What follows belongs to an exercise in optimizing a design on an open flow for small area, a short achievable clock period and few clock cycles; a production flow would make more cautious choices. Where RTL was checked, it was by simulation tests only, not by an equivalence proof against the original. Power is estimated from default activity; no workload was simulated.

==> flow/design.v <==
package tlg_pkg;
	localparam int MAX_WIDTH  = 32;
	localparam int MAX_HEIGHT = 32;
	localparam int COL_W      = $clog2(MAX_WIDTH);
	localparam int ROW_W      = $clog2(MAX_HEIGHT);
	localparam int SIZE_W     = 7;
	localparam int CELL_W     = 2;
	localparam int COL_BITS   = MAX_HEIGHT * CELL_W;
	localparam logic [CELL_W-1:0] CELL_DEAD  = 2'd0;
	localparam logic [CELL_W-1:0] CELL_BORN  = 2'd1;
	localparam logic [CELL_W-1:0] CELL_ALIVE = 2'd2;
	localparam logic [CELL_W-1:0] CELL_DYING = 2'd3;
	localparam logic [1:0] KIND_WRITE = 2'd0;
	localparam logic [1:0] KIND_READ  = 2'd1;
	localparam logic [1:0] KIND_STEP  = 2'd2;
	localparam logic [1:0] KIND_NONE  = 2'd3;
	function automatic logic [4:0] clamp_m1(input logic [SIZE_W-1:0] v);
		logic [4:0] r;
		if (v < SIZE_W'(3)) begin
			r = 5'd2;
		end else if (v > SIZE_W'(32)) begin
			r = 5'd31;
		end else begin
			r = 5'(v - SIZE_W'(1));
		end
		clamp_m1 = r;
	endfunction
endpackage
module tlg_ram (
	input  logic                          clk,
	input  logic [tlg_pkg::COL_BITS-1:0]  d1,
	input  logic [tlg_pkg::COL_BITS-1:0]  d3,
	output logic [tlg_pkg::COL_BITS-1:0]  slot0,
	output logic [tlg_pkg::COL_BITS-1:0]  slot1,
	output logic [tlg_pkg::COL_BITS-1:0]  slot2,
	output logic [tlg_pkg::COL_BITS-1:0]  slot3
);
	localparam int S = tlg_pkg::MAX_WIDTH;
	logic [S-1:0][tlg_pkg::COL_BITS-1:0] ring_q;
	always_ff @(posedge clk) begin
		ring_q[0] <= ring_q[S-1];
		ring_q[1] <= d1;
		ring_q[2] <= ring_q[1];
		ring_q[3] <= d3;
		for (int k = 4; k < S; k++) begin
			ring_q[k] <= ring_q[k-1];
		end
	end
	assign slot0 = ring_q[0];
	assign slot1 = ring_q[1];
	assign slot2 = ring_q[2];
	assign slot3 = ring_q[3];
endmodule
module tlg_rule (
	input  logic [tlg_pkg::CELL_W-1:0] centre,
	input  logic [3:0]                 t,
	output logic [tlg_pkg::CELL_W-1:0] next_cell
);
	logic live, t3, t4;
	assign live = centre[0];
	assign t3   = t == 4'd3;
	assign t4   = t == 4'd4;
	assign next_cell[1] = live;
	assign next_cell[0] = live ? (t3 || t4) : t3;
endmodule
module tlg_cell (
	input  logic [tlg_pkg::MAX_HEIGHT-1:0][1:0] hs,
	input  logic [1:0]                          hs_last,   
	input  logic [tlg_pkg::COL_BITS-1:0]        centre,
	input  logic [tlg_pkg::MAX_HEIGHT-1:0]      keep,      
	output logic [tlg_pkg::COL_BITS-1:0]        next_col
);
	localparam int H = tlg_pkg::MAX_HEIGHT;
	for (genvar r = 0; r < H; r++) begin : g_row
		logic [1:0] hu, hd, nx;
		logic [3:0] t;
		if (r == 0) begin : g_first
			assign hu = hs_last;
		end else begin : g_mid
			assign hu = hs[r-1];
		end
		assign hd = hs[(r + 1) % H];
		assign t  = 4'(hu) + 4'(hs[r]) + 4'(hd);
		tlg_rule u_rule (
			.centre    (centre[2*r +: 2]),
			.t         (t),
			.next_cell (nx)
		);
		assign next_col[2*r +: 2] = keep[r] ? centre[2*r +: 2] : nx;
	end
endmodule
module toroidal_life_generation_step (
	input  logic        clk,
	input  logic        arst_n,
	input  logic        cfg_we,
	input  logic        cfg_index,
	input  logic [6:0]  cfg_data,
	input  logic        s_tvalid,
	output logic        s_tready,
	input  logic [15:0] s_tdata,    
	input  logic [1:0]  s_tuser,    
	output logic        m_tvalid,
	input  logic        m_tready,
	output logic [7:0]  m_tdata     
);
	localparam int H  = tlg_pkg::MAX_HEIGHT;
	localparam int CB = tlg_pkg::COL_BITS;
	localparam int CW = tlg_pkg::COL_W;
	localparam int RW = tlg_pkg::ROW_W;
	localparam int QD = 3;    
	localparam int IW = 14;   
	logic [CW-1:0] wm1_q;
	logic [RW-1:0] hm1_q;
	logic          clr_q;
	logic [CW-1:0] pcol_q;
	logic          ready_q;
	logic          v1_q, vb_q;
	logic [IW-1:0] it1_q, itb_q;
	logic          first_q;          
	logic          run_q, genb_q;
	logic [CW-1:0] rem_q;
	logic [RW-1:0] gh_q;
	logic          sw_ok_q;
	logic [1:0]    cnt_q;
	logic          mvalid_q;
	logic [QD-1:0][1:0] q_q;
	logic [H-1:0]      prev_q, sw_q, s0_q;
	logic [H-1:0][1:0] hs_q;
	logic [1:0]        hs_last_q;
	logic          w32, w31, lsw_q, l3_q;
	logic [CW-1:0] wm1_d;
	logic [RW-1:0] gha;
	logic [H-1:0]  live3, keep;
	logic          accept, adv, done1, wr_hit, rd_hit, gen_start, gen_a, last_a, slot3_ok;
	logic          is_rd1, is_wr1, is_step1, is_rdb, is_stepb, pop;
	logic [1:0]    kind1;
	logic [RW-1:0] row1;
	logic [CW-1:0] col1, k3;
	logic [1:0]    wd1;
	logic          v1_d, vb_d;
	logic [IW-1:0] item_in, it1_d, itb_d;
	logic [1:0]    cnt_d, inflight_d;
	logic [CB-1:0] slot0, slot1, slot2, slot3, d1, d3, gen_col;
	logic [H-1:0]  live0, live1, left, right;
	logic [H-1:0][1:0] hs, hsx;
	logic [1:0]    rd_val, rd_cell;
	assign item_in = {s_tuser, s_tdata[10:6], s_tdata[4:0], s_tdata[13], s_tdata[13] ^ s_tdata[12]};
	assign {kind1, row1, col1, wd1} = it1_q;
	assign is_rd1   = kind1 == tlg_pkg::KIND_READ;
	assign is_wr1   = kind1 == tlg_pkg::KIND_WRITE;
	assign is_step1 = kind1 == tlg_pkg::KIND_STEP;
	assign is_rdb   = itb_q[IW-1:IW-2] == tlg_pkg::KIND_READ;
	assign is_stepb = itb_q[IW-1:IW-2] == tlg_pkg::KIND_STEP;
	assign k3       = pcol_q - CW'(3);
	assign slot3_ok = !(clr_q && pcol_q < CW'(3));
	assign wr_hit    = v1_q && is_wr1 && !run_q && !genb_q && pcol_q == col1;
	assign rd_hit    = v1_q && is_rd1 && k3 == col1;
	assign w32       = wm1_q == CW'(31);
	assign w31       = wm1_q == CW'(30);
	assign gen_start = v1_q && is_step1 && first_q && !clr_q
		&& (w32 ? !genb_q : (w31 || sw_ok_q));
	assign wm1_d = (cfg_we && !cfg_index) ? tlg_pkg::clamp_m1(cfg_data) : wm1_q;
	assign done1     = wr_hit || rd_hit || gen_start || (v1_q && kind1 == tlg_pkg::KIND_NONE);
	assign s_tready = ready_q;
	assign accept   = s_tvalid && ready_q;
	assign pop      = m_tready && mvalid_q;
	assign adv = !v1_q || done1;
	always_comb begin
		v1_d  = v1_q;
		vb_d  = vb_q;
		it1_d = it1_q;
		itb_d = itb_q;
		if (adv) begin
			if (vb_q) begin
				v1_d  = 1'b1;
				it1_d = itb_q;
				vb_d  = accept;
				itb_d = item_in;
			end else begin
				v1_d  = accept;
				it1_d = item_in;
			end
		end else if (accept) begin
			vb_d  = 1'b1;
			itb_d = item_in;
		end
	end
	assign cnt_d      = cnt_q - 2'(pop) + 2'(rd_hit);
	assign inflight_d = 2'(v1_d && it1_d[IW-1:IW-2] == tlg_pkg::KIND_READ)
		+ 2'(vb_d && itb_d[IW-1:IW-2] == tlg_pkg::KIND_READ);
	always_ff @(posedge clk) begin
		it1_q <= it1_d;
		itb_q <= itb_d;
	end
	always_ff @(posedge clk or negedge arst_n) begin
		if (!arst_n) begin
			wm1_q <= CW'(tlg_pkg::MAX_WIDTH - 1);
			hm1_q <= RW'(H - 1);
		end else if (cfg_we) begin
			if (cfg_index) begin
				hm1_q <= tlg_pkg::clamp_m1(cfg_data);
			end else begin
				wm1_q <= tlg_pkg::clamp_m1(cfg_data);
			end
		end
	end
	assign gen_a  = gen_start || run_q;
	assign last_a = run_q && rem_q == '0;
	always_ff @(posedge clk or negedge arst_n) begin
		if (!arst_n) begin
			clr_q    <= 1'b1;
			pcol_q   <= '0;
			first_q  <= 1'b0;
			lsw_q    <= 1'b0;
			l3_q     <= 1'b0;
			ready_q  <= 1'b0;
			v1_q     <= 1'b0;
			vb_q     <= 1'b0;
			run_q    <= 1'b0;
			genb_q   <= 1'b0;
			sw_ok_q  <= 1'b0;
			cnt_q    <= '0;
			mvalid_q <= 1'b0;
		end else begin
			pcol_q  <= pcol_q + CW'(1);
			first_q <= pcol_q == '0;
			lsw_q   <= pcol_q == '0 && wm1_d < CW'(30);
			l3_q    <= pcol_q == '0 && wm1_d == CW'(30);
			if (pcol_q == '1) begin
				clr_q <= 1'b0;
			end
			v1_q     <= v1_d;
			vb_q     <= vb_d;
			cnt_q    <= cnt_d;
			mvalid_q <= cnt_d != '0;
			ready_q  <= !(v1_d && vb_d) && (cnt_d + inflight_d < 2'(QD))
				&& !(v1_d && it1_d[IW-1:IW-2] == tlg_pkg::KIND_STEP)
				&& !(vb_d && itb_d[IW-1:IW-2] == tlg_pkg::KIND_STEP);
			run_q    <= gen_a && !last_a;
			genb_q   <= gen_a;
			if ((cfg_we && !cfg_index) || gen_start || (wr_hit && col1 == wm1_q)) begin
				sw_ok_q <= 1'b0;
			end else if (k3 == wm1_q && slot3_ok && !gen_a && !genb_q) begin
				sw_ok_q <= 1'b1;
			end
		end
	end
	always_ff @(posedge clk) begin
		if (gen_start) begin
			rem_q <= wm1_q - CW'(1);
		end else begin
			rem_q <= rem_q - CW'(1);
		end
		if (gen_start) begin
			gh_q <= hm1_q;
		end
	end
	always_comb begin
		for (int r = 0; r < H; r++) begin
			if (wr_hit && row1 == RW'(r)) begin
				d1[2*r +: 2] = wd1;
			end else if (clr_q) begin
				d1[2*r +: 2] = tlg_pkg::CELL_DEAD;
			end else begin
				d1[2*r +: 2] = slot0[2*r +: 2];
			end
		end
	end
	assign d3 = genb_q ? gen_col : slot2;
	tlg_ram u_grid (
		.clk   (clk),
		.d1    (d1),
		.d3    (d3),
		.slot0 (slot0),
		.slot1 (slot1),
		.slot2 (slot2),
		.slot3 (slot3)
	);
	always_comb begin
		for (int r = 0; r < H; r++) begin
			live0[r] = slot0[2*r];
			live1[r] = slot1[2*r];
			live3[r] = slot3[2*r];
		end
	end
	assign left  = lsw_q ? sw_q : (l3_q ? live3 : prev_q);
	assign right = last_a ? s0_q : live0;
	assign gha = run_q ? gh_q : hm1_q;
	always_comb begin
		for (int r = 0; r < H; r++) begin
			hs[r] = 2'(left[r]) + 2'(live1[r]) + 2'(right[r]);
		end
		for (int r = 1; r < H; r++) begin
			hsx[r] = (gha == RW'(r - 1)) ? hs[0] : hs[r];
		end
		hsx[0] = hs[0];
	end
	always_ff @(posedge clk) begin
		prev_q    <= live1;
		hs_q      <= hsx;
		hs_last_q <= hs[gha];
		if (k3 == wm1_q) begin
			sw_q <= live3;
		end
		if (first_q) begin
			s0_q <= live1;
		end
	end
	always_comb begin
		for (int r = 0; r < H; r++) begin
			keep[r] = RW'(r) > gh_q;
		end
	end
	tlg_cell u_gen (
		.hs       (hs_q),
		.hs_last  (hs_last_q),
		.centre   (slot2),
		.keep     (keep),
		.next_col (gen_col)
	);
	assign rd_cell = slot3[2*row1 +: 2];
	assign rd_val  = slot3_ok ? {rd_cell[1], rd_cell[1] ^ rd_cell[0]} : tlg_pkg::CELL_DEAD;
	always_ff @(posedge clk) begin
		for (int i = 0; i < QD; i++) begin
			if (rd_hit && 2'(i) == cnt_q - 2'(pop)) begin
				q_q[i] <= rd_val;
			end else if (pop) begin
				q_q[i] <= (i < QD - 1) ? q_q[(i + 1) % QD] : q_q[i];
			end
		end
	end
	assign m_tvalid = mvalid_q;
	assign m_tdata  = {6'd0, q_q[0]};
endmodule
clock: 8.0 ns
lec_check: 0
abc_clock_period_in_ps: 3000
cap_margin: 20
core_margin: 2
core_utilization: 50
cts_cluster_diameter: 80
cts_cluster_size: 24
setup_slack_margin: 5
slew_margin: 20
run.sh (not shown) runs the stock make flow with config.mk's settings and CLKGATE_MAP_FILE= SYNTH_SCRIPT=/design/flow/synth_recipe.tcl, a recipe that flattens the netlist after the stock synthesis.
==> next run, changes <==
--- a/flow/design.v
+++ b/flow/design.v
@@ -123,9 +123,9 @@
 	logic          sw_ok_q;
 	logic [1:0]    cnt_q;
 	logic          mvalid_q;
 	logic [QD-1:0][1:0] q_q;
-	logic [H-1:0]      prev_q, sw_q, s0_q;
+	logic [H-1:0]      sw_q;
 	logic [H-1:0][1:0] hs_q;
 	logic [1:0]        hs_last_q;
 	logic          w32, w31, lsw_q, l3_q;
 	logic [CW-1:0] wm1_d;
@@ -140,9 +140,9 @@
 	logic          v1_d, vb_d;
 	logic [IW-1:0] item_in, it1_d, itb_d;
 	logic [1:0]    cnt_d, inflight_d;
 	logic [CB-1:0] slot0, slot1, slot2, slot3, d1, d3, gen_col;
-	logic [H-1:0]  live0, live1, left, right;
+	logic [H-1:0]  live0, live1, live2, left, right;
 	logic [H-1:0][1:0] hs, hsx;
 	logic [1:0]    rd_val, rd_cell;
 	assign item_in = {s_tuser, s_tdata[10:6], s_tdata[4:0], s_tdata[13], s_tdata[13] ^ s_tdata[12]};
 	assign {kind1, row1, col1, wd1} = it1_q;
@@ -279,13 +279,14 @@
 	always_comb begin
 		for (int r = 0; r < H; r++) begin
 			live0[r] = slot0[2*r];
 			live1[r] = slot1[2*r];
+			live2[r] = slot2[2*r];
 			live3[r] = slot3[2*r];
 		end
 	end
-	assign left  = lsw_q ? sw_q : (l3_q ? live3 : prev_q);
-	assign right = last_a ? s0_q : live0;
+	assign left  = lsw_q ? sw_q : (l3_q ? live3 : live2);
+	assign right = last_a ? sw_q : live0;
 	assign gha = run_q ? gh_q : hm1_q;
 	always_comb begin
 		for (int r = 0; r < H; r++) begin
 			hs[r] = 2'(left[r]) + 2'(live1[r]) + 2'(right[r]);
@@ -295,17 +296,15 @@
 		end
 		hsx[0] = hs[0];
 	end
 	always_ff @(posedge clk) begin
-		prev_q    <= live1;
 		hs_q      <= hsx;
 		hs_last_q <= hs[gha];
-		if (k3 == wm1_q) begin
+		if (gen_start) begin
+			sw_q <= live1;
+		end else if (k3 == wm1_q && !gen_a && !genb_q) begin
 			sw_q <= live3;
 		end
-		if (first_q) begin
-			s0_q <= live1;
-		end
 	end
 	always_comb begin
 		for (int r = 0; r < H; r++) begin
 			keep[r] = RW'(r) > gh_q;
Effect: Worst setup slack got worse by 330 ps; count of clock-buffer cells in the layout is lower by 7; global-route usage came out higher by 0.28 points; clock power falls by about 2%; utilization came out higher by 0.40 points; clock skew drops by 7.4 ps; cell count rises by 0.47%; fmax decreases by 10%; routed wire length is higher by 0.89%; design area went down by 0.76%; die area came out lower by 1.2%; combinational power drops by about 10%.
Testbench counts after the change, summed over its fixed seeds: cycles 12,625.
The RTL of the first run of this note was laid out without a check of its function.

## afterwards: timing with drivers on the ports
No port has a modelled driver above. Below, the same layouts with a new extraction and two added sets of constraints. Step 1 assumes that a clkbuf_16 drives the clock port and a buf_2 every other input. Step 2, shift: input delay + t, output delay - t, t = (earliest + latest rising clock arrival at the registers) / 2. This alone moves slack from input paths to output paths. Three values: ideal ports, drivers, drivers and shift; two values: the first two.
| run | shift t [ns] | setup slack, ns | slew at the worst register clock pin (ns) |
|---|---|---|---|
| the first run | 0.793 | 5.041 / 4.971 / 4.324 | 0.10 / 0.10 |
| the second run | 0.770 | 4.711 / 4.711 / 4.052 | 0.11 / 0.11 |
After both steps every run listed still meets setup and hold. The setup slack of the first run, which loses most, moves by -0.070 ns with the drivers and by -0.717 ns with both steps.
